From an optimization exercise on the open Yosys and OpenROAD flow, aimed at small area, a short achievable clock period and few clock cycles per item; shortcuts taken in it are not production practice.
RTL that was checked went through simulation tests only; none was proved equivalent to the original.

==> module aes_block_encrypt_unit, before the edit <==
module aes_block_encrypt_unit (
	input  logic        clk,
	input  logic        arst_n,
	input  logic        start,
	output logic        busy,
	input  logic [63:0] plaintext_high,
	input  logic [63:0] plaintext_low,
	output logic        done,
	output logic [63:0] ciphertext_high,
	output logic [63:0] ciphertext_low,
	input  logic        cfg_we,
	input  logic [2:0]  cfg_index,
	input  logic [63:0] cfg_data
);
	logic [1:0] key_size_d;
	logic m128_q, m192_q;     
	logic [63:0] key_part_q [0:3];
	logic [63:0] key_part_d [0:3];
	logic busy_q, done_q;
	logic [3:0] rnd_q, g_nr;
	logic [7:0] rcon_q;
	logic ph1_q, ph2_q, odd_q;
	logic [255:0] win_q, win_in, win_step;
	logic [31:0] sin_q, sin_step, sin_load;
	logic [127:0] st_q, rnd_out;
	logic accept, last, stepping, m128, m192, rot_used;
	assign m128 = m128_q;
	assign m192 = m192_q;
	assign g_nr = m128 ? 4'd10 : (m192 ? 4'd12 : 4'd14);
	assign accept = start && !busy_q;
	assign last = busy_q && (rnd_q == g_nr);
	assign stepping = accept || (busy_q && !last);
	assign rot_used = m128 || (m192 ? !ph2_q : !odd_q);
	assign busy = busy_q;
	assign done = done_q;
	aes_key_expand u_kx (
		.win(win_in), .sin(sin_q), .m128(m128), .m192(m192), .ph1(ph1_q), .ph2(ph2_q),
		.odd(odd_q), .rcon(rcon_q), .step(stepping),
		.sload(sin_load),
		.wout(win_step), .sout(sin_step)
	);
	aes_round u_round (
		.state_in(st_q), .round_key(win_in[255:128]), .load_data({plaintext_high, plaintext_low}),
		.load(!busy_q), .last(last), .state_out(rnd_out)
	);
	always_comb begin
		for (int i = 0; i < 4; i++)
			key_part_d[i] = (cfg_we && cfg_index == 3'(i + 1)) ? cfg_data : key_part_q[i];
		key_size_d = (cfg_we && cfg_index == CFG_KEY_SIZE) ? cfg_data[1:0] : {!m128_q && !m192_q, m192_q};
		case (key_size_d)
			2'd0: sin_load = key_part_d[1][31:0];
			2'd1: sin_load = key_part_d[2][31:0];
			default: sin_load = key_part_d[3][31:0];
		endcase
		sin_load = {sin_load[23:0], sin_load[31:24]};
	end
	always_ff @(posedge clk or negedge arst_n) begin
		if (!arst_n) begin
			m128_q <= 1'b1;
			m192_q <= 1'b0;
			for (int i = 0; i < 4; i++) key_part_q[i] <= '0;
			busy_q <= 1'b0;
			done_q <= 1'b0;
			rnd_q <= '0;
			rcon_q <= 8'h01;
			ph1_q <= 1'b0;
			ph2_q <= 1'b0;
			odd_q <= 1'b0;
			sin_q <= '0;
		end else begin
			m128_q <= (key_size_d == 2'd0);
			m192_q <= (key_size_d == 2'd1);
			for (int i = 0; i < 4; i++) key_part_q[i] <= key_part_d[i];
			done_q <= last;
			if (accept) begin
				busy_q <= 1'b1;
				rnd_q <= 4'd1;
			end else if (last) begin
				busy_q <= 1'b0;
				rnd_q <= 4'd0;
			end else if (busy_q) begin
				rnd_q <= rnd_q + 4'd1;
			end
			sin_q <= sin_step;
			if (stepping) begin
				if (rot_used) rcon_q <= aes_pkg::xtime(rcon_q);
				ph1_q <= !ph1_q && !ph2_q;
				ph2_q <= ph1_q;
				odd_q <= !odd_q;
			end else begin
				rcon_q <= 8'h01;
				ph1_q <= 1'b0;
				ph2_q <= 1'b0;
				odd_q <= 1'b0;
			end
		end
	end
	assign win_in = busy_q ? win_q : {key_part_q[0], key_part_q[1], key_part_q[2], key_part_q[3]};
	always_ff @(posedge clk) begin
		st_q <= rnd_out;
		win_q <= win_step;
	end
	assign ciphertext_high = st_q[127:64];
	assign ciphertext_low = st_q[63:0];
endmodule
Settings: LEC_CHECK=0, ABC_AREA=1, CAP_MARGIN=20, CORE_MARGIN=2, CORE_UTILIZATION=50, PLACE_DENSITY=0.65, SETUP_SLACK_MARGIN=2.0, SLEW_MARGIN=20; clock period 7.0 ns.
standard.sh (not shown) runs the stock make flow with config.mk's settings and CLKGATE_MAP_FILE= SYNTH_SCRIPT=/design/flow/synth_recipe.tcl, a recipe that flattens the netlist after the stock synthesis.
==> flow/flow/run.sh <==
#!/bin/bash
# Layout flow: the standard flow with two changes:
# - synthesis maps with ABC's area script using "dch -f" (full choice computation) instead of
#   "dch"; the rest of synthesis, and so every register, is unchanged;
# - the buffers placement puts on every input and output port are sky130_fd_sc_hd__buf_1.
# The make output goes to standard_flow.log; each ORFS step keeps its own log under orfs/logs.
set -euo pipefail
mkdir -p scripts_mod
cp -r "$FLOW_HOME"/scripts/. scripts_mod/
sed -i 's/^dch$/dch -f/' scripts_mod/abc_area.script
bash standard.sh "SCRIPTS_DIR=$PWD/scripts_mod" "BUFFER_PORTS_ARGS=-buffer_cell sky130_fd_sc_hd__buf_1" finish > standard_flow.log 2>&1
Change:
--- a/flow/design.v
+++ b/flow/design.v
@@ -291,4 +291,7 @@
 	logic [63:0] key_part_q [0:3];
 	logic [63:0] key_part_d [0:3];
+	logic [3:0] kv_q, kv_d;
+	logic [63:0] key_q [0:3];    
+	logic [63:0] key_d [0:3];    
 	logic busy_q, done_q;
 	logic [3:0] rnd_q, g_nr;
@@ -316,14 +319,19 @@
 	aes_round u_round (
 		.state_in(st_q), .round_key(win_in[255:128]), .load_data({plaintext_high, plaintext_low}),
-		.load(!busy_q), .last(last), .state_out(rnd_out)
+		.load(accept), .last(last), .state_out(rnd_out)
 	);
 	always_comb begin
 		for (int i = 0; i < 4; i++)
+		begin
 			key_part_d[i] = (cfg_we && cfg_index == 3'(i + 1)) ? cfg_data : key_part_q[i];
+			kv_d[i] = kv_q[i] || (cfg_we && cfg_index == 3'(i + 1));
+			key_q[i] = key_part_q[i] & {64{kv_q[i]}};
+			key_d[i] = key_part_d[i] & {64{kv_d[i]}};
+		end
 		key_size_d = (cfg_we && cfg_index == CFG_KEY_SIZE) ? cfg_data[1:0] : {!m128_q && !m192_q, m192_q};
 		case (key_size_d)
-			2'd0: sin_load = key_part_d[1][31:0];
-			2'd1: sin_load = key_part_d[2][31:0];
-			default: sin_load = key_part_d[3][31:0];
+			2'd0: sin_load = key_d[1][31:0];
+			2'd1: sin_load = key_d[2][31:0];
+			default: sin_load = key_d[3][31:0];
 		endcase
 		sin_load = {sin_load[23:0], sin_load[31:24]};
@@ -333,5 +341,5 @@
 			m128_q <= 1'b1;
 			m192_q <= 1'b0;
-			for (int i = 0; i < 4; i++) key_part_q[i] <= '0;
+			kv_q <= '0;
 			busy_q <= 1'b0;
 			done_q <= 1'b0;
@@ -345,5 +353,5 @@
 			m128_q <= (key_size_d == 2'd0);
 			m192_q <= (key_size_d == 2'd1);
-			for (int i = 0; i < 4; i++) key_part_q[i] <= key_part_d[i];
+			kv_q <= kv_d;
 			done_q <= last;
 			if (accept) begin
@@ -370,6 +378,7 @@
 		end
 	end
-	assign win_in = busy_q ? win_q : {key_part_q[0], key_part_q[1], key_part_q[2], key_part_q[3]};
+	assign win_in = busy_q ? win_q : {key_q[0], key_q[1], key_q[2], key_q[3]};
 	always_ff @(posedge clk) begin
+		for (int i = 0; i < 4; i++) key_part_q[i] <= key_part_d[i];
 		st_q <= rnd_out;
 		win_q <= win_step;
What happened:
- The changed run produced a clean layout
- area after synthesis went down by 3.1%
- hold slack gets better by 0.013 ns
- fmax went up by 2.4%
- cell count went down by 5.3%
- wire length went down by 1.2%
- sequential share of layout area went up by 0.91 points
- utilization went up by 0.49 points
- clock skew is about the same
Testbench counts after the change, summed over its fixed seeds: cycles 30,296, blocks 2,304.
Function not checked in the first run of this note: the RTL went through the layout flow alone.

========
Another version of the RTL of aes_block_encrypt_unit (not shown whole).
Size in the first run: roughly 14000 cells after synthesis, ~690 flip-flops, ~79000 um2 of cells after synthesis.
==> module aes_key_expand, before the edit <==
module aes_key_expand (
	input  logic [255:0] win,
	input  logic [31:0]  sin,
	input  logic         m128,
	input  logic         m192,
	input  logic         ph1,       
	input  logic         ph2,       
	input  logic         odd,       
	input  logic [7:0]   rcon,
	input  logic         step,      
	input  logic [255:0] kload,
	input  logic [31:0]  sload,
	output logic [255:0] wout,
	output logic [31:0]  sout
);
	logic [31:0] w [0:7];
	logic [31:0] q [0:7];
	logic [7:0] g;
	logic [31:0] sb, sbr, rc, p0, p1, p2, p3, a0, a1, qs;
	logic m256, gs, rot_next;
	always_comb begin
		for (int i = 0; i < 8; i++) w[i] = win[255 - 32*i -: 32];
		m256 = !m128 && !m192;
		sb = aes_pkg::sub_word(sin);
		rc = (m256 && odd) ? 32'h0 : {rcon, 24'h0};
		p0 = w[0] ^ rc;
		p1 = p0 ^ w[1];
		p2 = p1 ^ w[2];
		p3 = p2 ^ w[3];
		a0 = w[0] ^ w[5];
		a1 = a0 ^ w[1];
		if (m128) begin
			q[0] = p0; q[1] = p1; q[2] = p2; q[3] = p3;
			q[4] = p0; q[5] = p1; q[6] = p2; q[7] = p3;
			g = 8'hff;
		end else if (m192) begin
			q[0] = w[4]; q[1] = w[5];
			if (ph1) begin
				q[2] = a0; q[3] = a1; q[4] = w[2] ^ rc; q[5] = w[2] ^ w[3] ^ rc;
				g = 8'b00001100;
			end else if (ph2) begin
				q[2] = a0; q[3] = a1; q[4] = a1 ^ w[2]; q[5] = a1 ^ w[2] ^ w[3];
				g = 8'b00000000;
			end else begin
				q[2] = p0; q[3] = p1; q[4] = p2; q[5] = p3;
				g = 8'b00111100;
			end
			q[6] = p2; q[7] = p3;
		end else begin
			q[0] = w[4]; q[1] = w[5]; q[2] = w[6]; q[3] = w[7];
			q[4] = p0; q[5] = p1; q[6] = p2; q[7] = p3;
			g = 8'b00001111;
		end
		if (!step) begin
			for (int i = 0; i < 8; i++) q[i] = kload[255 - 32*i -: 32];
			g = 8'h00;
		end
		for (int i = 0; i < 8; i++) wout[255 - 32*i -: 32] = q[i] ^ (sb & {32{g[7-i]}});
		if (m192 && !ph1 && !ph2) begin
			qs = w[4] ^ w[5] ^ p3; gs = 1'b1;
		end else if (m192) begin
			qs = a1 ^ w[2] ^ w[3]; gs = 1'b0;
		end else begin
			qs = p3; gs = 1'b1;
		end
		rot_next = !(m256 && !odd);
		if (rot_next) begin
			qs = {qs[23:0], qs[31:24]};
			sbr = {sb[23:0], sb[31:24]};
		end else begin
			sbr = sb;
		end
		if (!step) begin
			qs = sload; gs = 1'b0;
		end
		sout = qs ^ (sbr & {32{gs}});
	end
endmodule
Settings: LEC_CHECK=0, ABC_AREA=1, CAP_MARGIN=20, CORE_MARGIN=2, CORE_UTILIZATION=50, PLACE_DENSITY=0.65, SETUP_SLACK_MARGIN=2.0, SLEW_MARGIN=20; clock period 7.0 ns.
run.sh (not shown) runs the stock make flow with config.mk's settings and CLKGATE_MAP_FILE= SYNTH_SCRIPT=/design/flow/synth_recipe.tcl, a recipe that flattens the netlist after the stock synthesis.
Stock flow here: none of the scripts above is used.
The baseline finished with timing, DRC and antenna clean.
Testbench counts at the start, summed over its fixed seeds: cycles 30,296, blocks 2,304.
Change:
--- a/flow/design.v
+++ b/flow/design.v
@@ -229,5 +229,5 @@
 	logic [31:0] q [0:7];
 	logic [7:0] g;
-	logic [31:0] sb, sbr, rc, p0, p1, p2, p3, a0, a1, qs;
+	logic [31:0] sb, sbr, rc, e, p0, p1, p2, p3, b2, b3, qs;
 	logic m256, gs, rot_next;
 	always_comb begin
@@ -236,32 +236,25 @@
 		sb = aes_pkg::sub_word(sin);
 		rc = (m256 && odd) ? 32'h0 : {rcon, 24'h0};
-		p0 = w[0] ^ rc;
+		e = (m192 && (ph1 || ph2)) ? w[5] : rc;
+		p0 = w[0] ^ e;
 		p1 = p0 ^ w[1];
 		p2 = p1 ^ w[2];
 		p3 = p2 ^ w[3];
-		a0 = w[0] ^ w[5];
-		a1 = a0 ^ w[1];
+		b2 = w[2] ^ rc;
+		b3 = b2 ^ w[3];
 		if (m128) begin
 			q[0] = p0; q[1] = p1; q[2] = p2; q[3] = p3;
-			q[4] = p0; q[5] = p1; q[6] = p2; q[7] = p3;
+			q[4] = p0; q[5] = p1;
 			g = 8'hff;
 		end else if (m192) begin
-			q[0] = w[4]; q[1] = w[5];
-			if (ph1) begin
-				q[2] = a0; q[3] = a1; q[4] = w[2] ^ rc; q[5] = w[2] ^ w[3] ^ rc;
-				g = 8'b00001100;
-			end else if (ph2) begin
-				q[2] = a0; q[3] = a1; q[4] = a1 ^ w[2]; q[5] = a1 ^ w[2] ^ w[3];
-				g = 8'b00000000;
-			end else begin
-				q[2] = p0; q[3] = p1; q[4] = p2; q[5] = p3;
-				g = 8'b00111100;
-			end
-			q[6] = p2; q[7] = p3;
+			q[0] = w[4]; q[1] = w[5]; q[2] = p0; q[3] = p1;
+			q[4] = ph1 ? b2 : p2; q[5] = ph1 ? b3 : p3;
+			g = ph1 ? 8'b00001111 : (ph2 ? 8'b00000011 : 8'b00111111);
 		end else begin
 			q[0] = w[4]; q[1] = w[5]; q[2] = w[6]; q[3] = w[7];
-			q[4] = p0; q[5] = p1; q[6] = p2; q[7] = p3;
+			q[4] = p0; q[5] = p1;
 			g = 8'b00001111;
 		end
+		q[6] = p2; q[7] = p3;
 		if (!step) begin
 			for (int i = 0; i < 8; i++) q[i] = kload[255 - 32*i -: 32];
@@ -269,11 +262,6 @@
 		end
 		for (int i = 0; i < 8; i++) wout[255 - 32*i -: 32] = q[i] ^ (sb & {32{g[7-i]}});
-		if (m192 && !ph1 && !ph2) begin
-			qs = w[4] ^ w[5] ^ p3; gs = 1'b1;
-		end else if (m192) begin
-			qs = a1 ^ w[2] ^ w[3]; gs = 1'b0;
-		end else begin
-			qs = p3; gs = 1'b1;
-		end
+		qs = p3 ^ ((m192 && !ph1 && !ph2) ? (w[4] ^ w[5]) : 32'h0);
+		gs = !(m192 && (ph1 || ph2));
 		rot_next = !(m256 && !odd);
 		if (rot_next) begin
Critical path depth rose by 14.
Cell area fell by 0.32%.
Routed wire length fell by about 4.3%.
Non-clock buffer count fell by 11.
Utilization rose by 0.42 points.
Die area fell by 0.88%.
Synthesized area fell by 0.88%.
Register-to-register slack is better by 0.02 ns.
Setup slack is better by 0.018 ns.
Count of clock-buffer cells in the layout fell by 6.
Testbench counts after the change, summed over its fixed seeds: cycles 30,296, blocks 2,304.

## port drivers added, routing unchanged
No port has a modelled driver above. Below, the same layouts with a new extraction and two added sets of constraints. Step 1 assumes that a clkbuf_16 drives the clock port and a buf_2 every other input. Step 2, shift: input delay + t, output delay - t, t = (earliest + latest rising clock arrival at the registers) / 2. This alone moves slack from input paths to output paths. Slacks: ideal / step 1 / step 2; pairs: ideal / step 1.
run	t (ns)	setup slack, ns	worst setup path at the end
the first run of note 1	0.799	1.887 / 1.887 / 1.887	register to register
the second run of note 1	0.805	2.007 / 2.007 / 2.007	register to register
the first run of note 2	0.824	2.095 / 2.095 / 1.503	input to register
the second run of note 2	0.821	2.113 / 2.113 / 1.570	input to register
After both steps every run listed still meets setup and hold. For the first run of note 2, which loses most, drivers alone change the setup slack by 0.000 ns; drivers and shift together by -0.592 ns.
